This is an optimization exercise on Yosys and OpenROAD, whose aim is small area, not a production implementation.
The RTL was checked by simulation tests, not by an equivalence proof against the original design.

==> flow/design.v (outline; a module is shown in full before it is edited, if it fits) <==
// module ssc_prn_step: 15 lines
// module ssc_fa: 4 lines
// module ssc_ha: 4 lines
// module ssc_sin_rom: 293 lines
// module ssc_gain_mul: 482 lines
// module ssc_add32_c: 102 lines
// module ssc_add32_p: 110 lines
// module ssc_tx_chan: 134 lines
module ssc_tx_chan
#(
    parameter logic [15:0] BASE   = 16'h0800,
    parameter int          SIN_AW = 13
) (
    input  logic        clk,
    input  logic        rst,
    input  logic [31:0] addr,
    input  logic [31:0] Wdata,
    input  logic        write,
    input  logic        read,
    output logic [31:0] Rdata,
    input  logic        tick,
    output logic [15:0] DAC,
    output logic        pushDAC,
    output logic        epoch
);
  // ...
==> flow/flow/run.sh <==
#!/bin/bash
# The standard layout (standard.sh), changed only in two ways: the port buffers use the
# smallest buffer cell, and clock tree synthesis inserts no dummy loads and uses clkbuf_8
# buffers on clusters of at most 10 sinks.
# Each tool's full output stays in the ORFS logs under orfs/logs; make's output goes to
# standard.log in this folder.
set -euo pipefail
export BUFFER_PORTS_ARGS="-buffer_cell sky130_fd_sc_hd__buf_1"
export CTS_ARGS="-sink_clustering_enable -repair_clock_nets -dont_use_dummy_load -buf_list {sky130_fd_sc_hd__clkbuf_8} -sink_clustering_size 16 -sink_clustering_max_diameter 60"
bash standard.sh > standard.log 2>&1
==> flow/standard.sh <==
#!/bin/bash
# synth_recipe.tcl (not shown) runs the flow's synth.tcl, then flattens the netlist and writes it again
# the make line also repeats each setting of config.mk as NAME=value (left out here)
make -C /OpenROAD-flow-scripts/flow DESIGN_CONFIG=/design/flow/config.mk WORK_HOME=/design/flow/orfs CLKGATE_MAP_FILE= SYNTH_SCRIPT=/design/flow/synth_recipe.tcl "${@:-finish}"
==> flow/config.mk <==
export PLATFORM = sky130hd
export DESIGN_NAME = ssc_tx_chan
export DESIGN_NICKNAME = ssc_tx_chan
export VERILOG_FILES = /design/flow/design.v
export SDC_FILE = /design/flow/constraint.sdc
export NUM_CORES = 4
export LEC_CHECK = 0
export ABC_AREA = 1
export CAP_MARGIN = 20
export CORE_MARGIN = 2
export CORE_UTILIZATION = 40
export SLEW_MARGIN = 20
export SYNTH_HIERARCHICAL = 1
==> flow/constraint.sdc <==
create_clock -name core_clock -period 9.0 [get_ports {clk}]
set_input_delay 1.8000 -clock core_clock [delete_from_list [all_inputs] [get_ports {clk}]]
set_output_delay 1.8000 -clock core_clock [all_outputs]
set_load 0.01 [all_outputs]
==> impl_metrics.env, run 1 <==
export IMPL_outcome="complete, no violations"
export IMPL_design_core_area_um2=60000
export IMPL_syn_area_per_cell_um2=8.76
export IMPL_worst_pin_slew_ps=1020
export IMPL_synthTopCellsByArea="dfrtp_1, fa_1, nand2_1"
export IMPL_synth_edff_count=0
export IMPL_hold_path_end="n2_q"
export IMPL_finish_instance_area_um2=25900
export IMPL_hold_ws_ps=328
export IMPL_cp_end_kind="flip-flop"
export IMPL_yosysTopAreaCell="dfrtp_1"
export IMPL_synthAdderAreaFrac=0.225
export IMPL_async_reset_ff_frac=0.898
export IMPL_drive_above_1_share=0.0715
export IMPL_finalSetupViolCount=0
export IMPL_cts_resized=0
export IMPL_synth_area_mux_share=0.00746
export IMPL_synth_area_um2=24200
export IMPL_min_path_type="reg2reg"
export IMPL_max_stage_delay_ps=730
export IMPL_synth_compound_area_frac=0.145
export IMPL_cp_depth=27
export IMPL_yosysWarnings=8
export IMPL_top_usage_layer="met2"
export IMPL_cp_top_family="adder cells"
export IMPL_antenna_left=0
==> module ssc_sin_rom, before the edit <==
module ssc_sin_rom (
    input  logic [12:0] a,
    output logic [14:0] t
);
    wire q0 = ~a[0];
    wire q1 = ~(a[0] & a[1]);
    wire q2 = ~(a[0] & a[2]);
    wire q3 = ~(a[0] & a[3]);
    wire q4 = ~(a[0] & a[4]);
    wire q5 = ~(a[0] & a[5]);
    wire q6 = ~(a[0] & a[6]);
    wire q7 = ~(a[0] & a[7]);
    wire q8 = ~(a[0] & a[8]);
    wire q9 = ~(a[0] & a[9]);
    wire q10 = ~(a[0] & a[10]);
    wire q11 = ~(a[0] & a[11]);
    wire q12 = ~(a[0] & a[12]);
    wire q13 = ~a[1];
    wire q14 = ~(a[1] & a[2]);
    wire q15 = ~(a[1] & a[3]);
    wire q16 = ~(a[1] & a[4]);
    wire q17 = ~(a[1] & a[5]);
    wire q18 = ~(a[1] & a[6]);
    wire q19 = ~(a[1] & a[7]);
    wire q20 = ~(a[1] & a[8]);
    wire q21 = ~(a[1] & a[9]);
    wire q22 = ~(a[1] & a[10]);
    wire q23 = ~(a[1] & a[11]);
    wire q24 = ~(a[1] & a[12]);
    wire q25 = ~a[2];
    wire q26 = ~(a[2] & a[3]);
    wire q27 = ~(a[2] & a[4]);
    wire q28 = ~(a[2] & a[5]);
    wire q29 = ~(a[2] & a[6]);
    wire q30 = ~(a[2] & a[7]);
    wire q31 = ~(a[2] & a[8]);
    wire q32 = ~(a[2] & a[9]);
    wire q33 = ~(a[2] & a[10]);
    wire q34 = ~(a[2] & a[11]);
    wire q35 = ~(a[2] & a[12]);
    wire q36 = ~a[3];
    wire q37 = ~(a[3] & a[4]);
    wire q38 = ~(a[3] & a[5]);
    wire q39 = ~(a[3] & a[6]);
    wire q40 = ~(a[3] & a[7]);
    wire q41 = ~(a[3] & a[8]);
    wire q42 = ~(a[3] & a[9]);
    wire q43 = ~(a[3] & a[10]);
    wire q44 = ~(a[3] & a[11]);
    wire q45 = ~(a[3] & a[12]);
    wire q46 = ~a[4];
    wire q47 = ~(a[4] & a[5]);
    wire q48 = ~(a[4] & a[6]);
    wire q49 = ~(a[4] & a[7]);
    wire q50 = ~(a[4] & a[8]);
    wire q51 = ~(a[4] & a[9]);
    wire q52 = ~(a[4] & a[10]);
    wire q53 = ~(a[4] & a[11]);
    wire q54 = ~(a[4] & a[12]);
    wire q55 = ~a[5];
    wire q56 = ~(a[5] & a[6]);
    wire q57 = ~(a[5] & a[7]);
    wire q58 = ~(a[5] & a[8]);
    wire q59 = ~(a[5] & a[9]);
    wire q60 = ~(a[5] & a[10]);
    wire q61 = ~(a[5] & a[11]);
    wire q62 = ~(a[5] & a[12]);
    wire q63 = ~a[6];
    wire q64 = ~(a[6] & a[7]);
    wire q65 = ~(a[6] & a[8]);
    wire q66 = ~(a[6] & a[9]);
    wire q67 = ~(a[6] & a[10]);
    wire q68 = ~(a[6] & a[11]);
    wire q69 = ~(a[6] & a[12]);
    wire q70 = ~a[7];
    wire q71 = ~(a[7] & a[8]);
    wire q72 = ~(a[7] & a[9]);
    wire q73 = ~(a[7] & a[10]);
    wire q74 = ~(a[7] & a[11]);
    wire q75 = ~(a[7] & a[12]);
    wire q76 = ~a[8];
    wire q77 = ~(a[8] & a[9]);
    wire q78 = ~(a[8] & a[10]);
    wire q79 = ~(a[8] & a[11]);
    wire q80 = ~(a[8] & a[12]);
    wire q81 = ~a[9];
    wire q82 = ~(a[9] & a[10]);
    wire q83 = ~(a[9] & a[11]);
    wire q84 = ~(a[9] & a[12]);
    wire q85 = ~a[10];
    wire q86 = ~(a[10] & a[11]);
    wire q87 = ~(a[10] & a[12]);
    wire q88 = ~a[11];
    wire q89 = ~(a[11] & a[12]);
    wire q90 = ~a[12];
    wire q91 = ~q9;
    wire q92 = ~q10;
    wire q93 = ~(q11 ^ q22);
    wire q94 = q11 | q22;
    wire q95, q96;
    ssc_ha u_q95 (.a(q32), .b(q41), .s(q95), .co(q96));
    wire q97 = ~(q12 ^ q23);
    wire q98 = q12 | q23;
    wire q99, q100;
    ssc_ha u_q99 (.a(q33), .b(q42), .s(q99), .co(q100));
    wire q101, q102;
    ssc_fa u_q101 (.a(a[0]), .b(q24), .c(q34), .s(q101), .co(q102));
    wire q103, q104;
    ssc_fa u_q103 (.a(q43), .b(q51), .c(q58), .s(q103), .co(q104));
    wire q105, q106;
    ssc_fa u_q105 (.a(a[1]), .b(q35), .c(q44), .s(q105), .co(q106));
    wire q107, q108;
    ssc_fa u_q107 (.a(a[2]), .b(q45), .c(q53), .s(q107), .co(q108));
    wire q109 = ~q5;
    wire q110 = ~q6;
    wire q111 = ~(q7 ^ q18);
    wire q112 = q7 | q18;
    wire q113, q114;
    ssc_ha u_q113 (.a(q28), .b(q37), .s(q113), .co(q114));
    wire q115 = ~(q8 ^ q19);
    wire q116 = q8 | q19;
    wire q117, q118;
    ssc_ha u_q117 (.a(q29), .b(q38), .s(q117), .co(q118));
    wire q119, q120;
    ssc_fa u_q119 (.a(q20), .b(q30), .c(q39), .s(q119), .co(q120));
    wire q121, q122;
    ssc_fa u_q121 (.a(q47), .b(q55), .c(q91), .s(q121), .co(q122));
    wire q123, q124;
    ssc_fa u_q123 (.a(q21), .b(q31), .c(q40), .s(q123), .co(q124));
    wire q125, q126;
    ssc_fa u_q125 (.a(q48), .b(q9), .c(q92), .s(q125), .co(q126));
    wire q127, q128;
    ssc_fa u_q127 (.a(q49), .b(q56), .c(q63), .s(q127), .co(q128));
    wire q129, q130;
    ssc_fa u_q129 (.a(q10), .b(q93), .c(q95), .s(q129), .co(q130));
    wire q131, q132;
    ssc_fa u_q131 (.a(q50), .b(q57), .c(q97), .s(q131), .co(q132));
    wire q133, q134;
    ssc_fa u_q133 (.a(q99), .b(q94), .c(q96), .s(q133), .co(q134));
    wire q135, q136;
    ssc_fa u_q135 (.a(q64), .b(q70), .c(q98), .s(q135), .co(q136));
    wire q137, q138;
    ssc_fa u_q137 (.a(q100), .b(q101), .c(q103), .s(q137), .co(q138));
    wire q139, q140;
    ssc_fa u_q139 (.a(q52), .b(q59), .c(q65), .s(q139), .co(q140));
    wire q141, q142;
    ssc_fa u_q141 (.a(q105), .b(q102), .c(q104), .s(q141), .co(q142));
    wire q143, q144;
    ssc_fa u_q143 (.a(q60), .b(q66), .c(q71), .s(q143), .co(q144));
    wire q145, q146;
    ssc_fa u_q145 (.a(q76), .b(q107), .c(q106), .s(q145), .co(q146));
    wire q147, q148;
    ssc_fa u_q147 (.a(a[3]), .b(q54), .c(q61), .s(q147), .co(q148));
    wire q149, q150;
    ssc_fa u_q149 (.a(q67), .b(q72), .c(q108), .s(q149), .co(q150));
    wire q151, q152;
    ssc_fa u_q151 (.a(a[4]), .b(q62), .c(q68), .s(q151), .co(q152));
    wire q153, q154;
    ssc_fa u_q153 (.a(q73), .b(q77), .c(q81), .s(q153), .co(q154));
    wire q155, q156;
    ssc_fa u_q155 (.a(a[5]), .b(q69), .c(q74), .s(q155), .co(q156));
    wire q157, q158;
    ssc_fa u_q157 (.a(a[6]), .b(q75), .c(q79), .s(q157), .co(q158));
    wire q159 = ~q3;
    wire q160 = ~q4;
    wire q161, q162;
    ssc_fa u_q161 (.a(q16), .b(q26), .c(q36), .s(q161), .co(q162));
    wire q163, q164;
    ssc_fa u_q163 (.a(q17), .b(q27), .c(q5), .s(q163), .co(q164));
    wire q165, q166;
    ssc_fa u_q165 (.a(q46), .b(q6), .c(q111), .s(q165), .co(q166));
    wire q167, q168;
    ssc_fa u_q167 (.a(q115), .b(q117), .c(q112), .s(q167), .co(q168));
    wire q169, q170;
    ssc_fa u_q169 (.a(q116), .b(q118), .c(q119), .s(q169), .co(q170));
    wire q171, q172;
    ssc_fa u_q171 (.a(q123), .b(q120), .c(q125), .s(q171), .co(q172));
    wire q173, q174;
    ssc_fa u_q173 (.a(q127), .b(q124), .c(q126), .s(q173), .co(q174));
    wire q175, q176;
    ssc_fa u_q175 (.a(q128), .b(q131), .c(q133), .s(q175), .co(q176));
    wire q177, q178;
    ssc_fa u_q177 (.a(q135), .b(q132), .c(q134), .s(q177), .co(q178));
    wire q179, q180;
    ssc_fa u_q179 (.a(q139), .b(q136), .c(q141), .s(q179), .co(q180));
    wire q181, q182;
    ssc_fa u_q181 (.a(q143), .b(q140), .c(q145), .s(q181), .co(q182));
    wire q183, q184;
    ssc_fa u_q183 (.a(q147), .b(q144), .c(q149), .s(q183), .co(q184));
    wire q185, q186;
    ssc_fa u_q185 (.a(q151), .b(q153), .c(q148), .s(q185), .co(q186));
    wire q187, q188;
    ssc_fa u_q187 (.a(q78), .b(q155), .c(q152), .s(q187), .co(q188));
    wire q189, q190;
    ssc_fa u_q189 (.a(q82), .b(q85), .c(q157), .s(q189), .co(q190));
    wire q191, q192;
    ssc_fa u_q191 (.a(a[7]), .b(q80), .c(q83), .s(q191), .co(q192));
    wire q193, q194;
    ssc_fa u_q193 (.a(a[8]), .b(q84), .c(q86), .s(q193), .co(q194));
    wire q195 = ~q1;
    wire q196 = ~q2;
    wire q197, q198;
    ssc_fa u_q197 (.a(q14), .b(q25), .c(q159), .s(q197), .co(q198));
    wire q199, q200;
    ssc_fa u_q199 (.a(q15), .b(q3), .c(q160), .s(q199), .co(q200));
    wire q201, q202;
    ssc_fa u_q201 (.a(q4), .b(q109), .c(q161), .s(q201), .co(q202));
    wire q203, q204;
    ssc_fa u_q203 (.a(q110), .b(q163), .c(q162), .s(q203), .co(q204));
    wire q205, q206;
    ssc_fa u_q205 (.a(q113), .b(q164), .c(q165), .s(q205), .co(q206));
    wire q207, q208;
    ssc_fa u_q207 (.a(q114), .b(q167), .c(q166), .s(q207), .co(q208));
    wire q209, q210;
    ssc_fa u_q209 (.a(q121), .b(q168), .c(q169), .s(q209), .co(q210));
    wire q211, q212;
    ssc_fa u_q211 (.a(q122), .b(q170), .c(q171), .s(q211), .co(q212));
    wire q213, q214;
    ssc_fa u_q213 (.a(q129), .b(q173), .c(q172), .s(q213), .co(q214));
    wire q215, q216;
    ssc_fa u_q215 (.a(q130), .b(q174), .c(q175), .s(q215), .co(q216));
    wire q217, q218;
    ssc_fa u_q217 (.a(q137), .b(q177), .c(q176), .s(q217), .co(q218));
    wire q219, q220;
    ssc_fa u_q219 (.a(q138), .b(q178), .c(q179), .s(q219), .co(q220));
    wire q221, q222;
    ssc_fa u_q221 (.a(q142), .b(q181), .c(q180), .s(q221), .co(q222));
    wire q223, q224;
    ssc_fa u_q223 (.a(q146), .b(q183), .c(q182), .s(q223), .co(q224));
    wire q225, q226;
    ssc_fa u_q225 (.a(q150), .b(q185), .c(q184), .s(q225), .co(q226));
    wire q227, q228;
    ssc_fa u_q227 (.a(q154), .b(q187), .c(q186), .s(q227), .co(q228));
    wire q229, q230;
    ssc_fa u_q229 (.a(q156), .b(q189), .c(q188), .s(q229), .co(q230));
    wire q231, q232;
    ssc_fa u_q231 (.a(q158), .b(q191), .c(q190), .s(q231), .co(q232));
    wire q233, q234;
    ssc_fa u_q233 (.a(q88), .b(q193), .c(q192), .s(q233), .co(q234));
    wire q235, q236;
    ssc_fa u_q235 (.a(a[9]), .b(q87), .c(q194), .s(q235), .co(q236));
    wire q237, q238;
    ssc_fa u_q237 (.a(a[10]), .b(q89), .c(q90), .s(q237), .co(q238));
    wire q239 = (q13 & q195) | ((q13 | q195) & q0);
    wire q240 = (q196 & q1) | ((q196 | q1) & q239);
    wire q241 = (q197 & q2) | ((q197 | q2) & q240);
    wire q242 = (q199 & q198) | ((q199 | q198) & q241);
    wire q243 = (q201 & q200) | ((q201 | q200) & q242);
    wire q244 = (q203 & q202) | ((q203 | q202) & q243);
    wire q245 = (q205 & q204) | ((q205 | q204) & q244);
    wire q246 = (q207 & q206) | ((q207 | q206) & q245);
    wire q247 = (q209 & q208) | ((q209 | q208) & q246);
    wire q249;
    ssc_fa u_q248 (.a(q211), .b(q210), .c(q247), .s(t[0]), .co(q249));
    wire q251;
    ssc_fa u_q250 (.a(q213), .b(q212), .c(q249), .s(t[1]), .co(q251));
    wire q253;
    ssc_fa u_q252 (.a(q215), .b(q214), .c(q251), .s(t[2]), .co(q253));
    wire q255;
    ssc_fa u_q254 (.a(q217), .b(q216), .c(q253), .s(t[3]), .co(q255));
    wire q257;
    ssc_fa u_q256 (.a(q219), .b(q218), .c(q255), .s(t[4]), .co(q257));
    wire q259;
    ssc_fa u_q258 (.a(q221), .b(q220), .c(q257), .s(t[5]), .co(q259));
    wire q261;
    ssc_fa u_q260 (.a(q223), .b(q222), .c(q259), .s(t[6]), .co(q261));
    wire q263;
    ssc_fa u_q262 (.a(q225), .b(q224), .c(q261), .s(t[7]), .co(q263));
    wire q265;
    ssc_fa u_q264 (.a(q227), .b(q226), .c(q263), .s(t[8]), .co(q265));
    wire q267;
    ssc_fa u_q266 (.a(q229), .b(q228), .c(q265), .s(t[9]), .co(q267));
    wire q268, q269;
    ssc_ha u_q268 (.a(q231), .b(q230), .s(q268), .co(q269));
    wire q270, q271;
    ssc_fa u_q270 (.a(q233), .b(q232), .c(q269), .s(q270), .co(q271));
    wire q272, q273;
    ssc_fa u_q272 (.a(q235), .b(q234), .c(q271), .s(q272), .co(q273));
    wire q274, q275;
    ssc_fa u_q274 (.a(q237), .b(q236), .c(q273), .s(q274), .co(q275));
    wire q276, q277;
    ssc_fa u_q276 (.a(a[11]), .b(q238), .c(q275), .s(q276), .co(q277));
    assign t[10] = q268 ^ q267;
    assign t[11] = q270 ^ (q267 & q268);
    wire q280 = q268 & q270;
    assign t[12] = q272 ^ (q267 & q280);
    wire q282 = q280 & q272;
    assign t[13] = q274 ^ (q267 & q282);
    wire q284 = q282 & q274;
    assign t[14] = q276 ^ (q267 & q284);
    wire q286 = q284 & q276;
    wire q287 = q277 | (q267 & q286);
endmodule
==> inputs of run 2 (changes only) <==
--- a/flow/design.v
+++ b/flow/design.v
@@ -51,293 +51,299 @@
     output logic [14:0] t
 );
     wire q0 = ~a[0];
-    wire q1 = ~(a[0] & a[1]);
-    wire q2 = ~(a[0] & a[2]);
-    wire q3 = ~(a[0] & a[3]);
-    wire q4 = ~(a[0] & a[4]);
-    wire q5 = ~(a[0] & a[5]);
-    wire q6 = ~(a[0] & a[6]);
-    wire q7 = ~(a[0] & a[7]);
-    wire q8 = ~(a[0] & a[8]);
-    wire q9 = ~(a[0] & a[9]);
-    wire q10 = ~(a[0] & a[10]);
-    wire q11 = ~(a[0] & a[11]);
-    wire q12 = ~(a[0] & a[12]);
-    wire q13 = ~a[1];
-    wire q14 = ~(a[1] & a[2]);
-    wire q15 = ~(a[1] & a[3]);
-    wire q16 = ~(a[1] & a[4]);
-    wire q17 = ~(a[1] & a[5]);
-    wire q18 = ~(a[1] & a[6]);
-    wire q19 = ~(a[1] & a[7]);
-    wire q20 = ~(a[1] & a[8]);
-    wire q21 = ~(a[1] & a[9]);
-    wire q22 = ~(a[1] & a[10]);
-    wire q23 = ~(a[1] & a[11]);
-    wire q24 = ~(a[1] & a[12]);
-    wire q25 = ~a[2];
-    wire q26 = ~(a[2] & a[3]);
-    wire q27 = ~(a[2] & a[4]);
-    wire q28 = ~(a[2] & a[5]);
-    wire q29 = ~(a[2] & a[6]);
-    wire q30 = ~(a[2] & a[7]);
-    wire q31 = ~(a[2] & a[8]);
-    wire q32 = ~(a[2] & a[9]);
-    wire q33 = ~(a[2] & a[10]);
-    wire q34 = ~(a[2] & a[11]);
-    wire q35 = ~(a[2] & a[12]);
-    wire q36 = ~a[3];
-    wire q37 = ~(a[3] & a[4]);
-    wire q38 = ~(a[3] & a[5]);
-    wire q39 = ~(a[3] & a[6]);
-    wire q40 = ~(a[3] & a[7]);
-    wire q41 = ~(a[3] & a[8]);
-    wire q42 = ~(a[3] & a[9]);
-    wire q43 = ~(a[3] & a[10]);
-    wire q44 = ~(a[3] & a[11]);
-    wire q45 = ~(a[3] & a[12]);
-    wire q46 = ~a[4];
-    wire q47 = ~(a[4] & a[5]);
-    wire q48 = ~(a[4] & a[6]);
-    wire q49 = ~(a[4] & a[7]);
-    wire q50 = ~(a[4] & a[8]);
-    wire q51 = ~(a[4] & a[9]);
-    wire q52 = ~(a[4] & a[10]);
-    wire q53 = ~(a[4] & a[11]);
-    wire q54 = ~(a[4] & a[12]);
-    wire q55 = ~a[5];
-    wire q56 = ~(a[5] & a[6]);
-    wire q57 = ~(a[5] & a[7]);
-    wire q58 = ~(a[5] & a[8]);
-    wire q59 = ~(a[5] & a[9]);
-    wire q60 = ~(a[5] & a[10]);
-    wire q61 = ~(a[5] & a[11]);
-    wire q62 = ~(a[5] & a[12]);
-    wire q63 = ~a[6];
-    wire q64 = ~(a[6] & a[7]);
-    wire q65 = ~(a[6] & a[8]);
-    wire q66 = ~(a[6] & a[9]);
-    wire q67 = ~(a[6] & a[10]);
-    wire q68 = ~(a[6] & a[11]);
-    wire q69 = ~(a[6] & a[12]);
-    wire q70 = ~a[7];
-    wire q71 = ~(a[7] & a[8]);
-    wire q72 = ~(a[7] & a[9]);
-    wire q73 = ~(a[7] & a[10]);
-    wire q74 = ~(a[7] & a[11]);
-    wire q75 = ~(a[7] & a[12]);
-    wire q76 = ~a[8];
-    wire q77 = ~(a[8] & a[9]);
-    wire q78 = ~(a[8] & a[10]);
-    wire q79 = ~(a[8] & a[11]);
-    wire q80 = ~(a[8] & a[12]);
-    wire q81 = ~a[9];
-    wire q82 = ~(a[9] & a[10]);
-    wire q83 = ~(a[9] & a[11]);
-    wire q84 = ~(a[9] & a[12]);
-    wire q85 = ~a[10];
-    wire q86 = ~(a[10] & a[11]);
-    wire q87 = ~(a[10] & a[12]);
-    wire q88 = ~a[11];
-    wire q89 = ~(a[11] & a[12]);
-    wire q90 = ~a[12];
-    wire q91 = ~q9;
-    wire q92 = ~q10;
-    wire q93 = ~(q11 ^ q22);
-    wire q94 = q11 | q22;
+    wire q1 = ~a[1];
+    wire q2 = ~a[2];
+    wire q3 = ~a[3];
+    wire q4 = ~a[4];
+    wire q5 = ~a[5];
+    wire q6 = ~a[6];
+    wire q7 = ~a[7];
+    wire q8 = ~a[8];
+    wire q9 = ~a[9];
+    wire q10 = ~a[10];
+    wire q11 = ~a[11];
+    wire q12 = ~a[12];
+    wire q13 = ~(a[0] | a[1]);
+    wire q14 = ~(a[0] | a[2]);
+    wire q15 = ~(a[0] | a[3]);
+    wire q16 = ~(a[0] | a[4]);
+    wire q17 = ~(a[0] | a[5]);
+    wire q18 = ~(a[0] | a[6]);
+    wire q19 = ~(a[0] | a[7]);
+    wire q20 = ~(a[0] | a[8]);
+    wire q21 = ~(a[0] | a[9]);
+    wire q22 = ~(a[0] | a[10]);
+    wire q23 = ~(a[0] | a[11]);
+    wire q24 = ~(a[0] | a[12]);
+    wire q25 = ~(a[1] | a[2]);
+    wire q26 = ~(a[1] | a[3]);
+    wire q27 = ~(a[1] | a[4]);
+    wire q28 = ~(a[1] | a[5]);
+    wire q29 = ~(a[1] | a[6]);
+    wire q30 = ~(a[1] | a[7]);
+    wire q31 = ~(a[1] | a[8]);
+    wire q32 = ~(a[1] | a[9]);
+    wire q33 = ~(a[1] | a[10]);
+    wire q34 = ~(a[1] | a[11]);
+    wire q35 = ~(a[1] | a[12]);
+    wire q36 = ~(a[2] | a[3]);
+    wire q37 = ~(a[2] | a[4]);
+    wire q38 = ~(a[2] | a[5]);
+    wire q39 = ~(a[2] | a[6]);
+    wire q40 = ~(a[2] | a[7]);
+    wire q41 = ~(a[2] | a[8]);
+    wire q42 = ~(a[2] | a[9]);
+    wire q43 = ~(a[2] | a[10]);
+    wire q44 = ~(a[2] | a[11]);
+    wire q45 = ~(a[2] | a[12]);
+    wire q46 = ~(a[3] | a[4]);
+    wire q47 = ~(a[3] | a[5]);
+    wire q48 = ~(a[3] | a[6]);
+    wire q49 = ~(a[3] | a[7]);
+    wire q50 = ~(a[3] | a[8]);
+    wire q51 = ~(a[3] | a[9]);
+    wire q52 = ~(a[3] | a[10]);
+    wire q53 = ~(a[3] | a[11]);
+    wire q54 = ~(a[3] | a[12]);
+    wire q55 = ~(a[4] | a[5]);
+    wire q56 = ~(a[4] | a[6]);
+    wire q57 = ~(a[4] | a[7]);
+    wire q58 = ~(a[4] | a[8]);
+    wire q59 = ~(a[4] | a[9]);
+    wire q60 = ~(a[4] | a[10]);
+    wire q61 = ~(a[4] | a[11]);
+    wire q62 = ~(a[4] | a[12]);
+    wire q63 = ~(a[5] | a[6]);
+    wire q64 = ~(a[5] | a[7]);
+    wire q65 = ~(a[5] | a[8]);
+    wire q66 = ~(a[5] | a[9]);
+    wire q67 = ~(a[5] | a[10]);
+    wire q68 = ~(a[5] | a[11]);
+    wire q69 = ~(a[5] | a[12]);
+    wire q70 = ~(a[6] | a[7]);
+    wire q71 = ~(a[6] | a[8]);
+    wire q72 = ~(a[6] | a[9]);
+    wire q73 = ~(a[6] | a[10]);
+    wire q74 = ~(a[6] | a[11]);
+    wire q75 = ~(a[6] | a[12]);
+    wire q76 = ~(a[7] | a[8]);
+    wire q77 = ~(a[7] | a[9]);
+    wire q78 = ~(a[7] | a[10]);
+    wire q79 = ~(a[7] | a[11]);
+    wire q80 = ~(a[7] | a[12]);
+    wire q81 = ~(a[8] | a[9]);
+    wire q82 = ~(a[8] | a[10]);
+    wire q83 = ~(a[8] | a[11]);
+    wire q84 = ~(a[8] | a[12]);
+    wire q85 = ~(a[9] | a[10]);
+    wire q86 = ~(a[9] | a[11]);
+    wire q87 = ~(a[9] | a[12]);
+    wire q88 = ~(a[10] | a[11]);
+    wire q89 = ~(a[10] | a[12]);
+    wire q90 = ~(a[11] | a[12]);
+    wire q91, q92;
+    ssc_ha u_q91 (.a(q21), .b(q31), .s(q91), .co(q92));
+    wire q93, q94;
+    ssc_ha u_q93 (.a(q22), .b(q32), .s(q93), .co(q94));
     wire q95, q96;
-    ssc_ha u_q95 (.a(q32), .b(q41), .s(q95), .co(q96));
-    wire q97 = ~(q12 ^ q23);
-    wire q98 = q12 | q23;
+    ssc_fa u_q95 (.a(q23), .b(q33), .c(q42), .s(q95), .co(q96));
+    wire q97, q98;
+    ssc_ha u_q97 (.a(q50), .b(q57), .s(q97), .co(q98));
     wire q99, q100;
-    ssc_ha u_q99 (.a(q33), .b(q42), .s(q99), .co(q100));
+    ssc_fa u_q99 (.a(q24), .b(q34), .c(q43), .s(q99), .co(q100));
     wire q101, q102;
-    ssc_fa u_q101 (.a(a[0]), .b(q24), .c(q34), .s(q101), .co(q102));
+    ssc_ha u_q101 (.a(q51), .b(q58), .s(q101), .co(q102));
     wire q103, q104;
-    ssc_fa u_q103 (.a(q43), .b(q51), .c(q58), .s(q103), .co(q104));
+    ssc_fa u_q103 (.a(q35), .b(q44), .c(q52), .s(q103), .co(q104));
     wire q105, q106;
-    ssc_fa u_q105 (.a(a[1]), .b(q35), .c(q44), .s(q105), .co(q106));
+    ssc_ha u_q105 (.a(q59), .b(q65), .s(q105), .co(q106));
     wire q107, q108;
-    ssc_fa u_q107 (.a(a[2]), .b(q45), .c(q53), .s(q107), .co(q108));
-    wire q109 = ~q5;
-    wire q110 = ~q6;
-    wire q111 = ~(q7 ^ q18);
-    wire q112 = q7 | q18;
+    ssc_ha u_q107 (.a(q45), .b(q53), .s(q107), .co(q108));
+    wire q109, q110;
+    ssc_ha u_q109 (.a(q54), .b(q61), .s(q109), .co(q110));
+    wire q111, q112;
+    ssc_ha u_q111 (.a(q17), .b(q27), .s(q111), .co(q112));
     wire q113, q114;
-    ssc_ha u_q113 (.a(q28), .b(q37), .s(q113), .co(q114));
-    wire q115 = ~(q8 ^ q19);
-    wire q116 = q8 | q19;
+    ssc_ha u_q113 (.a(q18), .b(q28), .s(q113), .co(q114));
+    wire q115, q116;
+    ssc_fa u_q115 (.a(q19), .b(q29), .c(q38), .s(q115), .co(q116));
     wire q117, q118;
-    ssc_ha u_q117 (.a(q29), .b(q38), .s(q117), .co(q118));
+    ssc_ha u_q117 (.a(q46), .b(q4), .s(q117), .co(q118));
     wire q119, q120;
     ssc_fa u_q119 (.a(q20), .b(q30), .c(q39), .s(q119), .co(q120));
     wire q121, q122;
-    ssc_fa u_q121 (.a(q47), .b(q55), .c(q91), .s(q121), .co(q122));
+    ssc_ha u_q121 (.a(q47), .b(q8), .s(q121), .co(q122));
     wire q123, q124;
-    ssc_fa u_q123 (.a(q21), .b(q31), .c(q40), .s(q123), .co(q124));
+    ssc_fa u_q123 (.a(q40), .b(q48), .c(q55), .s(q123), .co(q124));
     wire q125, q126;
-    ssc_fa u_q125 (.a(q48), .b(q9), .c(q92), .s(q125), .co(q126));
+    ssc_fa u_q125 (.a(q5), .b(q9), .c(q91), .s(q125), .co(q126));
     wire q127, q128;
-    ssc_fa u_q127 (.a(q49), .b(q56), .c(q63), .s(q127), .co(q128));
+    ssc_fa u_q127 (.a(q41), .b(q49), .c(q56), .s(q127), .co(q128));
     wire q129, q130;
-    ssc_fa u_q129 (.a(q10), .b(q93), .c(q95), .s(q129), .co(q130));
+    ssc_fa u_q129 (.a(q10), .b(q93), .c(q92), .s(q129), .co(q130));
     wire q131, q132;
-    ssc_fa u_q131 (.a(q50), .b(q57), .c(q97), .s(q131), .co(q132));
+    ssc_fa u_q131 (.a(q63), .b(q6), .c(q11), .s(q131), .co(q132));
     wire q133, q134;
-    ssc_fa u_q133 (.a(q99), .b(q94), .c(q96), .s(q133), .co(q134));
+    ssc_fa u_q133 (.a(q97), .b(q94), .c(q95), .s(q133), .co(q134));
     wire q135, q136;
-    ssc_fa u_q135 (.a(q64), .b(q70), .c(q98), .s(q135), .co(q136));
+    ssc_fa u_q135 (.a(q64), .b(q12), .c(q101), .s(q135), .co(q136));
     wire q137, q138;
-    ssc_fa u_q137 (.a(q100), .b(q101), .c(q103), .s(q137), .co(q138));
+    ssc_fa u_q137 (.a(q98), .b(q99), .c(q96), .s(q137), .co(q138));
     wire q139, q140;
-    ssc_fa u_q139 (.a(q52), .b(q59), .c(q65), .s(q139), .co(q140));
+    ssc_fa u_q139 (.a(q70), .b(q7), .c(q105), .s(q139), .co(q140));
     wire q141, q142;
-    ssc_fa u_q141 (.a(q105), .b(q102), .c(q104), .s(q141), .co(q142));
+    ssc_fa u_q141 (.a(q102), .b(q103), .c(q100), .s(q141), .co(q142));
     wire q143, q144;
     ssc_fa u_q143 (.a(q60), .b(q66), .c(q71), .s(q143), .co(q144));
     wire q145, q146;
-    ssc_fa u_q145 (.a(q76), .b(q107), .c(q106), .s(q145), .co(q146));
+    ssc_fa u_q145 (.a(q107), .b(q106), .c(q104), .s(q145), .co(q146));
     wire q147, q148;
-    ssc_fa u_q147 (.a(a[3]), .b(q54), .c(q61), .s(q147), .co(q148));
+    ssc_fa u_q147 (.a(q67), .b(q72), .c(q76), .s(q147), .co(q148));
     wire q149, q150;
-    ssc_fa u_q149 (.a(q67), .b(q72), .c(q108), .s(q149), .co(q150));
+    ssc_fa u_q149 (.a(q8), .b(q109), .c(q108), .s(q149), .co(q150));
     wire q151, q152;
-    ssc_fa u_q151 (.a(a[4]), .b(q62), .c(q68), .s(q151), .co(q152));
+    ssc_fa u_q151 (.a(q62), .b(q68), .c(q73), .s(q151), .co(q152));
     wire q153, q154;
-    ssc_fa u_q153 (.a(q73), .b(q77), .c(q81), .s(q153), .co(q154));
+    ssc_ha u_q153 (.a(q77), .b(q110), .s(q153), .co(q154));
     wire q155, q156;
-    ssc_fa u_q155 (.a(a[5]), .b(q69), .c(q74), .s(q155), .co(q156));
+    ssc_fa u_q155 (.a(q69), .b(q74), .c(q78), .s(q155), .co(q156));
     wire q157, q158;
-    ssc_fa u_q157 (.a(a[6]), .b(q75), .c(q79), .s(q157), .co(q158));
-    wire q159 = ~q3;
-    wire q160 = ~q4;
+    ssc_ha u_q157 (.a(q81), .b(q9), .s(q157), .co(q158));
+    wire q159, q160;
+    ssc_ha u_q159 (.a(q75), .b(q79), .s(q159), .co(q160));
     wire q161, q162;
-    ssc_fa u_q161 (.a(q16), .b(q26), .c(q36), .s(q161), .co(q162));
+    ssc_ha u_q161 (.a(q80), .b(q83), .s(q161), .co(q162));
     wire q163, q164;
-    ssc_fa u_q163 (.a(q17), .b(q27), .c(q5), .s(q163), .co(q164));
+    ssc_ha u_q163 (.a(q15), .b(q25), .s(q163), .co(q164));
     wire q165, q166;
-    ssc_fa u_q165 (.a(q46), .b(q6), .c(q111), .s(q165), .co(q166));
+    ssc_ha u_q165 (.a(q16), .b(q26), .s(q165), .co(q166));
     wire q167, q168;
-    ssc_fa u_q167 (.a(q115), .b(q117), .c(q112), .s(q167), .co(q168));
+    ssc_fa u_q167 (.a(q36), .b(q3), .c(q5), .s(q167), .co(q168));
     wire q169, q170;
-    ssc_fa u_q169 (.a(q116), .b(q118), .c(q119), .s(q169), .co(q170));
+    ssc_fa u_q169 (.a(q37), .b(q6), .c(q113), .s(q169), .co(q170));
     wire q171, q172;
-    ssc_fa u_q171 (.a(q123), .b(q120), .c(q125), .s(q171), .co(q172));
+    ssc_fa u_q171 (.a(q7), .b(q117), .c(q114), .s(q171), .co(q172));
     wire q173, q174;
-    ssc_fa u_q173 (.a(q127), .b(q124), .c(q126), .s(q173), .co(q174));
+    ssc_fa u_q173 (.a(q121), .b(q118), .c(q119), .s(q173), .co(q174));
     wire q175, q176;
-    ssc_fa u_q175 (.a(q128), .b(q131), .c(q133), .s(q175), .co(q176));
+    ssc_fa u_q175 (.a(q122), .b(q123), .c(q120), .s(q175), .co(q176));
     wire q177, q178;
-    ssc_fa u_q177 (.a(q135), .b(q132), .c(q134), .s(q177), .co(q178));
+    ssc_fa u_q177 (.a(q127), .b(q124), .c(q129), .s(q177), .co(q178));
     wire q179, q180;
-    ssc_fa u_q179 (.a(q139), .b(q136), .c(q141), .s(q179), .co(q180));
+    ssc_fa u_q179 (.a(q131), .b(q128), .c(q130), .s(q179), .co(q180));
     wire q181, q182;
-    ssc_fa u_q181 (.a(q143), .b(q140), .c(q145), .s(q181), .co(q182));
+    ssc_fa u_q181 (.a(q132), .b(q135), .c(q137), .s(q181), .co(q182));
     wire q183, q184;
-    ssc_fa u_q183 (.a(q147), .b(q144), .c(q149), .s(q183), .co(q184));
+    ssc_fa u_q183 (.a(q139), .b(q136), .c(q141), .s(q183), .co(q184));
     wire q185, q186;
-    ssc_fa u_q185 (.a(q151), .b(q153), .c(q148), .s(q185), .co(q186));
+    ssc_fa u_q185 (.a(q143), .b(q140), .c(q145), .s(q185), .co(q186));
     wire q187, q188;
-    ssc_fa u_q187 (.a(q78), .b(q155), .c(q152), .s(q187), .co(q188));
+    ssc_fa u_q187 (.a(q147), .b(q144), .c(q149), .s(q187), .co(q188));
     wire q189, q190;
-    ssc_fa u_q189 (.a(q82), .b(q85), .c(q157), .s(q189), .co(q190));
+    ssc_fa u_q189 (.a(q151), .b(q148), .c(q153), .s(q189), .co(q190));
     wire q191, q192;
-    ssc_fa u_q191 (.a(a[7]), .b(q80), .c(q83), .s(q191), .co(q192));
+    ssc_fa u_q191 (.a(q157), .b(q155), .c(q152), .s(q191), .co(q192));
     wire q193, q194;
-    ssc_fa u_q193 (.a(a[8]), .b(q84), .c(q86), .s(q193), .co(q194));
-    wire q195 = ~q1;
-    wire q196 = ~q2;
+    ssc_fa u_q193 (.a(q82), .b(q159), .c(q158), .s(q193), .co(q194));
+    wire q195, q196;
+    ssc_fa u_q195 (.a(q85), .b(q10), .c(q161), .s(q195), .co(q196));
     wire q197, q198;
-    ssc_fa u_q197 (.a(q14), .b(q25), .c(q159), .s(q197), .co(q198));
+    ssc_ha u_q197 (.a(q84), .b(q86), .s(q197), .co(q198));
     wire q199, q200;
-    ssc_fa u_q199 (.a(q15), .b(q3), .c(q160), .s(q199), .co(q200));
+    ssc_ha u_q199 (.a(q87), .b(q88), .s(q199), .co(q200));
     wire q201, q202;
-    ssc_fa u_q201 (.a(q4), .b(q109), .c(q161), .s(q201), .co(q202));
+    ssc_ha u_q201 (.a(q14), .b(q1), .s(q201), .co(q202));
     wire q203, q204;
-    ssc_fa u_q203 (.a(q110), .b(q163), .c(q162), .s(q203), .co(q204));
+    ssc_fa u_q203 (.a(q2), .b(q3), .c(q163), .s(q203), .co(q204));
     wire q205, q206;
-    ssc_fa u_q205 (.a(q113), .b(q164), .c(q165), .s(q205), .co(q206));
+    ssc_fa u_q205 (.a(q4), .b(q165), .c(q164), .s(q205), .co(q206));
     wire q207, q208;
-    ssc_fa u_q207 (.a(q114), .b(q167), .c(q166), .s(q207), .co(q208));
+    ssc_fa u_q207 (.a(q111), .b(q166), .c(q167), .s(q207), .co(q208));
     wire q209, q210;
-    ssc_fa u_q209 (.a(q121), .b(q168), .c(q169), .s(q209), .co(q210));
+    ssc_fa u_q209 (.a(q112), .b(q168), .c(q169), .s(q209), .co(q210));
     wire q211, q212;
-    ssc_fa u_q211 (.a(q122), .b(q170), .c(q171), .s(q211), .co(q212));
+    ssc_fa u_q211 (.a(q115), .b(q171), .c(q170), .s(q211), .co(q212));
     wire q213, q214;
-    ssc_fa u_q213 (.a(q129), .b(q173), .c(q172), .s(q213), .co(q214));
+    ssc_fa u_q213 (.a(q116), .b(q172), .c(q173), .s(q213), .co(q214));
     wire q215, q216;
-    ssc_fa u_q215 (.a(q130), .b(q174), .c(q175), .s(q215), .co(q216));
+    ssc_fa u_q215 (.a(q125), .b(q175), .c(q174), .s(q215), .co(q216));
     wire q217, q218;
-    ssc_fa u_q217 (.a(q137), .b(q177), .c(q176), .s(q217), .co(q218));
+    ssc_fa u_q217 (.a(q126), .b(q176), .c(q177), .s(q217), .co(q218));
     wire q219, q220;
-    ssc_fa u_q219 (.a(q138), .b(q178), .c(q179), .s(q219), .co(q220));
+    ssc_fa u_q219 (.a(q133), .b(q179), .c(q178), .s(q219), .co(q220));
     wire q221, q222;
-    ssc_fa u_q221 (.a(q142), .b(q181), .c(q180), .s(q221), .co(q222));
+    ssc_fa u_q221 (.a(q134), .b(q180), .c(q181), .s(q221), .co(q222));
     wire q223, q224;
-    ssc_fa u_q223 (.a(q146), .b(q183), .c(q182), .s(q223), .co(q224));
+    ssc_fa u_q223 (.a(q138), .b(q183), .c(q182), .s(q223), .co(q224));
     wire q225, q226;
-    ssc_fa u_q225 (.a(q150), .b(q185), .c(q184), .s(q225), .co(q226));
+    ssc_fa u_q225 (.a(q142), .b(q185), .c(q184), .s(q225), .co(q226));
     wire q227, q228;
-    ssc_fa u_q227 (.a(q154), .b(q187), .c(q186), .s(q227), .co(q228));
+    ssc_fa u_q227 (.a(q146), .b(q187), .c(q186), .s(q227), .co(q228));
     wire q229, q230;
-    ssc_fa u_q229 (.a(q156), .b(q189), .c(q188), .s(q229), .co(q230));
+    ssc_fa u_q229 (.a(q150), .b(q189), .c(q188), .s(q229), .co(q230));
     wire q231, q232;
-    ssc_fa u_q231 (.a(q158), .b(q191), .c(q190), .s(q231), .co(q232));
+    ssc_fa u_q231 (.a(q154), .b(q191), .c(q190), .s(q231), .co(q232));
     wire q233, q234;
-    ssc_fa u_q233 (.a(q88), .b(q193), .c(q192), .s(q233), .co(q234));
+    ssc_fa u_q233 (.a(q156), .b(q193), .c(q192), .s(q233), .co(q234));
     wire q235, q236;
-    ssc_fa u_q235 (.a(a[9]), .b(q87), .c(q194), .s(q235), .co(q236));
+    ssc_fa u_q235 (.a(q160), .b(q195), .c(q194), .s(q235), .co(q236));
     wire q237, q238;
-    ssc_fa u_q237 (.a(a[10]), .b(q89), .c(q90), .s(q237), .co(q238));
-    wire q239 = (q13 & q195) | ((q13 | q195) & q0);
-    wire q240 = (q196 & q1) | ((q196 | q1) & q239);
-    wire q241 = (q197 & q2) | ((q197 | q2) & q240);
-    wire q242 = (q199 & q198) | ((q199 | q198) & q241);
-    wire q243 = (q201 & q200) | ((q201 | q200) & q242);
-    wire q244 = (q203 & q202) | ((q203 | q202) & q243);
-    wire q245 = (q205 & q204) | ((q205 | q204) & q244);
-    wire q246 = (q207 & q206) | ((q207 | q206) & q245);
-    wire q247 = (q209 & q208) | ((q209 | q208) & q246);
-    wire q249;
-    ssc_fa u_q248 (.a(q211), .b(q210), .c(q247), .s(t[0]), .co(q249));
-    wire q251;
-    ssc_fa u_q250 (.a(q213), .b(q212), .c(q249), .s(t[1]), .co(q251));
-    wire q253;
-    ssc_fa u_q252 (.a(q215), .b(q214), .c(q251), .s(t[2]), .co(q253));
-    wire q255;
-    ssc_fa u_q254 (.a(q217), .b(q216), .c(q253), .s(t[3]), .co(q255));
-    wire q257;
-    ssc_fa u_q256 (.a(q219), .b(q218), .c(q255), .s(t[4]), .co(q257));
-    wire q259;
-    ssc_fa u_q258 (.a(q221), .b(q220), .c(q257), .s(t[5]), .co(q259));
-    wire q261;
-    ssc_fa u_q260 (.a(q223), .b(q222), .c(q259), .s(t[6]), .co(q261));
-    wire q263;
-    ssc_fa u_q262 (.a(q225), .b(q224), .c(q261), .s(t[7]), .co(q263));
-    wire q265;
-    ssc_fa u_q264 (.a(q227), .b(q226), .c(q263), .s(t[8]), .co(q265));
-    wire q267;
-    ssc_fa u_q266 (.a(q229), .b(q228), .c(q265), .s(t[9]), .co(q267));
-    wire q268, q269;
-    ssc_ha u_q268 (.a(q231), .b(q230), .s(q268), .co(q269));
-    wire q270, q271;
-    ssc_fa u_q270 (.a(q233), .b(q232), .c(q269), .s(q270), .co(q271));
-    wire q272, q273;
-    ssc_fa u_q272 (.a(q235), .b(q234), .c(q271), .s(q272), .co(q273));
-    wire q274, q275;
-    ssc_fa u_q274 (.a(q237), .b(q236), .c(q273), .s(q274), .co(q275));
-    wire q276, q277;
-    ssc_fa u_q276 (.a(a[11]), .b(q238), .c(q275), .s(q276), .co(q277));
-    assign t[10] = q268 ^ q267;
-    assign t[11] = q270 ^ (q267 & q268);
-    wire q280 = q268 & q270;
-    assign t[12] = q272 ^ (q267 & q280);
-    wire q282 = q280 & q272;
-    assign t[13] = q274 ^ (q267 & q282);
-    wire q284 = q282 & q274;
-    assign t[14] = q276 ^ (q267 & q284);
-    wire q286 = q284 & q276;
-    wire q287 = q277 | (q267 & q286);
+    ssc_fa u_q237 (.a(q162), .b(q197), .c(q196), .s(q237), .co(q238));
+    wire q239, q240;
+    ssc_fa u_q239 (.a(q11), .b(q199), .c(q198), .s(q239), .co(q240));
+    wire q241, q242;
+    ssc_ha u_q241 (.a(q89), .b(q200), .s(q241), .co(q242));
+    wire q243, q244;
+    ssc_ha u_q243 (.a(q90), .b(q12), .s(q243), .co(q244));
+    wire q245 = q2 & q201;
+    wire q246 = (q203 & q202) | ((q203 | q202) & q245);
+    wire q247 = (q205 & q204) | ((q205 | q204) & q246);
+    wire q248 = (q207 & q206) | ((q207 | q206) & q247);
+    wire q249 = (q209 & q208) | ((q209 | q208) & q248);
+    wire q250 = (q211 & q210) | ((q211 | q210) & q249);
+    wire q251 = (q213 & q212) | ((q213 | q212) & q250);
+    wire q252 = (q215 & q214) | ((q215 | q214) & q251);
+    wire q253, q254;
+    ssc_fa u_q253 (.a(q217), .b(q216), .c(q252), .s(q253), .co(q254));
+    wire q255, q256;
+    ssc_fa u_q255 (.a(q219), .b(q218), .c(q254), .s(q255), .co(q256));
+    wire q257, q258;
+    ssc_fa u_q257 (.a(q221), .b(q220), .c(q256), .s(q257), .co(q258));
+    wire q259, q260;
+    ssc_fa u_q259 (.a(q223), .b(q222), .c(q258), .s(q259), .co(q260));
+    wire q261, q262;
+    ssc_fa u_q261 (.a(q225), .b(q224), .c(q260), .s(q261), .co(q262));
+    wire q263, q264;
+    ssc_fa u_q263 (.a(q227), .b(q226), .c(q262), .s(q263), .co(q264));
+    wire q265, q266;
+    ssc_fa u_q265 (.a(q229), .b(q228), .c(q264), .s(q265), .co(q266));
+    wire q267, q268;
+    ssc_fa u_q267 (.a(q231), .b(q230), .c(q266), .s(q267), .co(q268));
+    wire q269, q270;
+    ssc_fa u_q269 (.a(q233), .b(q232), .c(q268), .s(q269), .co(q270));
+    wire q271, q272;
+    ssc_fa u_q271 (.a(q235), .b(q234), .c(q270), .s(q271), .co(q272));
+    wire q273, q274;
+    ssc_ha u_q273 (.a(q237), .b(q236), .s(q273), .co(q274));
+    wire q275, q276;
+    ssc_fa u_q275 (.a(q239), .b(q238), .c(q274), .s(q275), .co(q276));
+    wire q277, q278;
+    ssc_fa u_q277 (.a(q241), .b(q240), .c(q276), .s(q277), .co(q278));
+    wire q279, q280;
+    ssc_fa u_q279 (.a(q243), .b(q242), .c(q278), .s(q279), .co(q280));
+    wire q281, q282;
+    ssc_ha u_q281 (.a(q244), .b(q280), .s(q281), .co(q282));
+    wire q283 = q273 ^ q272;
+    wire q284 = q275 ^ (q272 & q273);
+    wire q285 = q273 & q275;
+    wire q286 = q277 ^ (q272 & q285);
+    wire q287 = q285 & q277;
+    wire q288 = q279 ^ (q272 & q287);
+    wire q289 = q287 & q279;
+    wire q290 = q281 ^ (q272 & q289);
+    wire q291 = q289 & q281;
+    wire q292 = q282 | (q272 & q291);
+    assign t = ~{q290, q288, q286, q284, q283, q271, q269, q267, q265, q263, q261, q259, q257, q255, q253};
 endmodule
 module ssc_gain_mul (
     input  logic [14:0] t,
==> flow/flow/run.sh (replaced) <==
#!/bin/bash
set -euo pipefail
export REMOVE_ABC_BUFFERS=1
export BUFFER_PORTS_ARGS="-buffer_cell sky130_fd_sc_hd__buf_1"
export CTS_ARGS="-sink_clustering_enable -repair_clock_nets -dont_use_dummy_load -buf_list {sky130_fd_sc_hd__clkbuf_8} -sink_clustering_size 14 -sink_clustering_max_diameter 60"
bash standard.sh > standard.log 2>&1
--- a/flow/config.mk
+++ b/flow/config.mk
@@ -8,6 +8,8 @@
 export ABC_AREA = 1
 export CAP_MARGIN = 20
 export CORE_MARGIN = 2
-export CORE_UTILIZATION = 40
+export CORE_UTILIZATION = 55
+export GPL_TIMING_DRIVEN = 0
+export PLACE_DENSITY = 0.7
 export SLEW_MARGIN = 20
 export SYNTH_HIERARCHICAL = 1
==> impl_metrics.env, run 2 <==
export IMPL_outcome="complete, no violations"
export IMPL_antenna_found_initial=1
export IMPL_mostFrequentLayoutCells="nand2_1, inv_1, dfrtp_1"
export IMPL_hold_violations=0
export IMPL_gp_congestion=0.935
export IMPL_critical_path_slowest_cell="fa_2"
export IMPL_ys_top_cells_by_count="nand2_1, inv_1, dfrtp_1"
export IMPL_period_share=0.965
export IMPL_yosysTopAreaCell="dfrtp_1"
export IMPL_clk_path_buf_depth=3
export IMPL_fin_cells=3350
export IMPL_syn_area_per_cell_um2=8.77
export IMPL_grt_pass1_vias=20500
export IMPL_critPathBufInv=4
export IMPL_hold_ws_ps=343
export IMPL_grt_max_degree=82
export IMPL_tns_ps=0
export IMPL_drt_pass1_iter_count=5
export IMPL_synth_xor_area_frac=0.0692
export IMPL_dp_worst_setup_slack_ps=-614
export IMPL_async_reset_ff_frac=0.898
export IMPL_cp_top_family="adder cells"
export IMPL_worst_ep_arrival_time_ps=9230
export IMPL_synth_area_um2=24100
export IMPL_max_stage_delay_ps=490
export IMPL_clk_pin_slew_ps=100
export IMPL_slew_limit_headroom=0.244
export IMPL_yosysWarnings=8
export IMPL_synth_simple_area_share=0.173
export IMPL_design_core_area_um2=43200
export IMPL_grt_first_pass_wirelength_mm=112
export IMPL_start_util=0.559
export IMPL_finish_instance_area_um2=25500
export IMPL_drc=0
export IMPL_dieArea_um2=45600
export IMPL_final_nets=3132
export IMPL_yosysMostFrequentCell="nand2_1"
export IMPL_synth_area_mux_share=0.00746
export IMPL_final_util=0.592
export IMPL_io_pins=119
export IMPL_yosysSeqAreaShare=0.297
export IMPL_ys_types=55
export IMPL_synth_top_area_frac=0.273
export IMPL_placed_cell_area_um2=25000
export IMPL_finalMaxSlewViolations=0
export IMPL_drv_cap=0
export IMPL_clk_latency_ps=650
export IMPL_synthAdderAreaFrac=0.227
export IMPL_viasPerCell=6.08
export IMPL_synth_edff_count=0
export IMPL_crit_type="reg2reg"
export IMPL_layout_commonest_cell="nand2_1"
export IMPL_wl_mm=70.3
export IMPL_skew_ps=89.7
export IMPL_io_buffer_count=102
export IMPL_ys_flop_type="dfrtp_1"
export IMPL_grt_usage=0.316
export IMPL_worst_slack_ps=319
export IMPL_cts_htree_levels=1
export IMPL_synth_compound_area_frac=0.145
export IMPL_area_growth_syn_to_layout_pct=5.78
export IMPL_r2r_slack_ps=320
export IMPL_synthTopCellsByArea="dfrtp_1, fa_1, nand2_1"
export IMPL_drt_initial_drc_count=1823
export IMPL_min_path_type="reg2reg"
export IMPL_antenna_cells=0
export IMPL_crit_required_ps=9550
export IMPL_ys_seq_elements=293
export IMPL_overflow=0
export IMPL_hpwl_mm=51.4
export IMPL_cts_root_buf="clkbuf_8"
export IMPL_cp_end_kind="flip-flop"
export IMPL_synth_top_family_by_area="adder cells"
export IMPL_worst_pin_slew_ps=1130
export IMPL_fmaxAchievable_mhz=115
export IMPL_cts_sinks=293
export IMPL_vias=20400
export IMPL_syn_inst=2754
export IMPL_critPathMaxFanout=17
export IMPL_fin_crit_ps=8680
export IMPL_finalSetupViolCount=0
export IMPL_wl_per_cell_um=21.0
export IMPL_cts_tree="done"
export IMPL_placed_cells=3314
export IMPL_drive_above_1_share=0.0673
export IMPL_start_kind="flip-flop"
export IMPL_cts_buffers=30
export IMPL_die_w_um=214
export IMPL_die_y_um=214
export IMPL_antenna_left=0
export IMPL_cp_common_cell="fa_1"
export IMPL_core_rowCount=76
-- run 2: cells by family after synthesis --
logic type | count (synthesis)
AO/OA/AOI/OAI | 549
XOR/XNOR | 189
adder cells (fa/ha/maj) | 296
buffers and inverters | 500
flip-flops | 293
multiplexers | 16
AND/OR/NAND/NOR | 911
-- run 2: cell type report --
class	count	area, um2
well taps	585	732
flip-flops and latches	293	7190
repair buffers	127	704
fillers	3878	17600
clock buffers	30	413
inverters	354	1350
multi-input cells	1961	15200
-- run 2: path summary, 6_finish.rpt --
check | startpoint | to | depth (start not counted)
worst max-delay path | chph_q[0] | ecnt_q[21] | 37
worst min-delay path | n1_q | n2_q | 0
worst max register to register | chph_q[0] | ecnt_q[21] | 37
worst min register to register | n1_q | n2_q | 0
max in group asynchronous | rst | cph_q[6] | 4
min in group asynchronous | rst | chph_q[20] | 2
-- run 2: layer usage --
metal | track usage | part of all wire | up-vias
met2 | 0.523 | 0.49 | 873
met4 | 0.133 | 0.042 | 0
met1 | 0.418 | 0.40 | 10100
li1 | - | - | 9220
met5 | 0 | 0 | -
met3 | 0.0477 | 0.068 | 179
-- run 2: modules after synthesis (local to each module, per instance) --
module / cells inside / flops+latches
ssc_tx_chan: 1500 / 293
ssc_gain_mul: 537 / 0
ssc_prn_step: 136 / 0
ssc_sin_rom: 146 / 0
ssc_add32_p: 89 / 0
ssc_add32_c: 62 / 0
ssc_fa: 1 / 0
ssc_ha: 1 / 0
-- run 2: repair_timing --
| item | 4_1_cts | 5_1_grt |
|---|---|---|
| setup endpoints to repair | 16 | 20 |
| buffers inserted | 1 | 5 |
| hold buffers | 0 | 0 |
| pin swaps | 0 | 5 |
| resized for setup | 5 | 14 |
==> inputs of run 3 (changes only) <==
--- a/flow/config.mk
+++ b/flow/config.mk
@@ -8,8 +8,7 @@
 export ABC_AREA = 1
 export CAP_MARGIN = 20
 export CORE_MARGIN = 2
-export CORE_UTILIZATION = 55
+export CORE_UTILIZATION = 40
 export GPL_TIMING_DRIVEN = 0
-export PLACE_DENSITY = 0.7
 export SLEW_MARGIN = 20
 export SYNTH_HIERARCHICAL = 1
==> impl_metrics.env, run 3 <==
export IMPL_rr_endpoint="ecnt_q[21]"
export IMPL_gp_congestion=0.906
export IMPL_cts_root_buf="clkbuf_8"
export IMPL_grt_max_degree=97
export IMPL_hold_buffers=0
export IMPL_hold_ws_ps=335
export IMPL_placed_cell_area_um2=25300
export IMPL_yosysTopAreaCell="dfrtp_1"
export IMPL_min_path_cells=0
export IMPL_hold_violations=0
export IMPL_finalMaxSlewViolations=0
export IMPL_crit_type="reg2reg"
export IMPL_syn_inst=2754
export IMPL_cts_htree_levels=1
export IMPL_r2r_slack_ps=390
export IMPL_yosysSeqAreaShare=0.297
export IMPL_async_reset_ff_frac=0.898
export IMPL_rsz0062_at_grt="yes"
export IMPL_vias=20200
export IMPL_wl_per_cell_um=20.5
export IMPL_clk_path_buf_depth=3
export IMPL_fin_crit_ps=8610
export IMPL_drive_above_1_share=0.0686
export IMPL_drv_cap=0
export IMPL_min_path_type="reg2reg"
export IMPL_mostFrequentLayoutCells="nand2_1, inv_1, dfrtp_1"
export IMPL_crit_required_ps=9580
export IMPL_reg2reg_depth=37
export IMPL_yosysMostFrequentCell="nand2_1"
export IMPL_clk_latency_ps=680
export IMPL_yosysWarnings=8
export IMPL_cts_tree="done"
export IMPL_drt_pass1_iter_count=6
export IMPL_start_util=0.402
export IMPL_design_core_area_um2=60000
export IMPL_worst_pin_slew_ps=1110
export IMPL_clk_pin_slew_ps=100
export IMPL_worst_slack_ps=387
export IMPL_syn_area_per_cell_um2=8.77
export IMPL_die_w_um=250
export IMPL_synth_top_area_frac=0.273
export IMPL_dieArea_um2=62400
export IMPL_routed_top_layer="met4"
export IMPL_antenna_left=0
export IMPL_fin_cells=3550
export IMPL_finalSetupViolCount=0
export IMPL_synthTopCellsByArea="dfrtp_1, fa_1, nand2_1"
export IMPL_io_buffer_count=102
export IMPL_grt_pass1_vias=20700
export IMPL_cp_common_cell="fa_1"
export IMPL_max_stage_delay_ps=450
export IMPL_io_pins=119
export IMPL_wl_met2_mm=36.2
export IMPL_antenna_found_initial=0
export IMPL_outcome="complete, no violations"
export IMPL_finish_instance_area_um2=25800
export IMPL_cts_buffers=30
export IMPL_core_rowCount=90
export IMPL_drt_initial_drc_count=1677
export IMPL_critPathMaxFanout=17
export IMPL_critPathLaunch="chph_q[0]"
export IMPL_min_from="n1_q"
export IMPL_grt_usage=0.234
export IMPL_start_kind="flip-flop"
export IMPL_wl_met1_mm=30.5
export IMPL_dp_worst_setup_slack_ps=-506
export IMPL_antenna_cells=0
export IMPL_viasPerCell=5.70
export IMPL_grt_first_pass_wirelength_mm=116
export IMPL_skew_ps=81.4
export IMPL_slew_limit_headroom=0.257
export IMPL_period_share=0.957
export IMPL_hold_path_end="n2_q"
export IMPL_routed_wl_met3_mm=3.77
export IMPL_fmaxAchievable_mhz=116
export IMPL_placed_cells=3511
export IMPL_layout_commonest_cell="nand2_1"
export IMPL_drc=0
export IMPL_ys_flop_type="dfrtp_1"
export IMPL_cp_end_kind="flip-flop"
export IMPL_r2r_start="chph_q[0]"
export IMPL_fillers=5856
export IMPL_ys_top_cells_by_count="nand2_1, inv_1, dfrtp_1"
export IMPL_wl_mm=72.7
export IMPL_ys_types=55
export IMPL_area_growth_syn_to_layout_pct=6.87
export IMPL_ys_seq_elements=293
export IMPL_die_y_um=250
export IMPL_overflow=0
export IMPL_worst_ep_arrival_time_ps=9190
export IMPL_cts_sinks=293
export IMPL_synth_edff_count=0
export IMPL_hpwl_mm=53.6
export IMPL_synth_area_um2=24100
export IMPL_critical_path_slowest_cell="fa_1"
export IMPL_final_nets=3135
run 3: changes by cell type in the layout (fill, tap and decap cells not counted), sizes merged:
cell	previous run	this run
clkinvlp	1	2
buf	127	130
clkinv	2	1
run 3: routing by layer:
| layer | vias up | GRT usage |
|---|---|---|
| li1 | 9209 | - |
| met1 | 10200 | 0.307 |
| met2 | 677 | 0.405 |
| met3 | 139 | 0.0246 |
| met4 | 0 | 0.0742 |
| met5 | - | 0 |
run 3: timing repair:
item,CTS,global route
resized for setup,3,11
pin swaps,0,2
setup endpoints to repair,6,21
buffers inserted,1,8
run 3: how the worst max path moves through the flow:
stage                 endpoint  slack, ps
finish              ecnt_q[21]        390
global route        ecnt_q[21]        -20
detailed placement  ecnt_q[21]       -510
floorplan             amp_q[0]        -40
global placement      dac_q[1]      -3520
CTS                 ecnt_q[21]         10
run 3: critical path, delay by kind of cell (launching register included):
kind / cells / cell delay (ps)
fa+ha+maj: 12 / 4870
buf+inv: 4 / 440
compound gates: 2 / 270
simple gates: 19 / 2520
flops: 1 / 430
run 3: kinds of logic after synthesis:
| group | Yosys count | share of synthesized area |
|---|---|---|
| and+or+nand+nor | 911 | 0.173 |
| muxes | 16 | 0.00746 |
| buffers and inverters | 500 | 0.0815 |
| DFF | 293 | 0.297 |
| xor gates and xnor gates | 189 | 0.0692 |
| adders and majority gates | 296 | 0.227 |
| AOI/OAI and AO/OA | 549 | 0.145 |
run 3: layout make-up:
class | count | area (um2) | area share
Multi-Input combinational cell | 1961 | 15100 | 0.587
Timing Repair Buffer | 130 | 734 | 0.0285
Sequential cell | 293 | 7180 | 0.278
Tap cell | 782 | 978 | 0.0379
Inverter | 354 | 1350 | 0.0524
Clock buffer | 30 | 413 | 0.0160
run 3: metrics by stage:
step | util | setup TNS [ps]
after floorplan | - | -10570
after global placement | 0.414 | -992030
after detailed placement | 0.421 | -2130
after CTS | 0.428 | 0
after global routing | 0.430 | -19.4
final | 0.430 | 0
run 3: per-module statistics from Yosys, one instance, submodules excluded, excerpt:
module        cells  flops+latches  times used
ssc_add32_p      89              0           1
ssc_ha            1              0          48
ssc_sin_rom     146              0           1
ssc_gain_mul    537              0           1
ssc_fa            1              0         236
ssc_add32_c      62              0           1
ssc_tx_chan    1500            293           1

## afterwards: timing with drivers on the ports
Ports are ideal in the flow. The routed layouts listed here were re-timed in OpenROAD. Step 1 assumes that a clkbuf_16 drives the clock port and a buf_2 every other input. Step 2 adds t to the input delays and takes it off the output delays; t is the mean of the earliest and latest rising clock arrival at the registers after step 1. Input paths then give back, and output paths get back, about the clock's delay inside the block. Slacks: ideal ports / drivers / drivers and shift; pairs: ideal ports / drivers.
run	t (ns)	setup slack, ns	worst setup path after step 2	latest minus earliest clock arrival (ns)	slew at the worst register clock pin (ns)
run 1	0.671	0.568 / 0.568 / 0.568	register to register	0.078 / 0.078	0.11 / 0.11
run 2	0.663	0.319 / 0.319 / 0.319	register to register	0.094 / 0.093	0.10 / 0.10
run 3	0.690	0.387 / 0.387 / 0.387	register to register	0.082 / 0.082	0.10 / 0.10
After both steps every run listed still meets setup and hold.
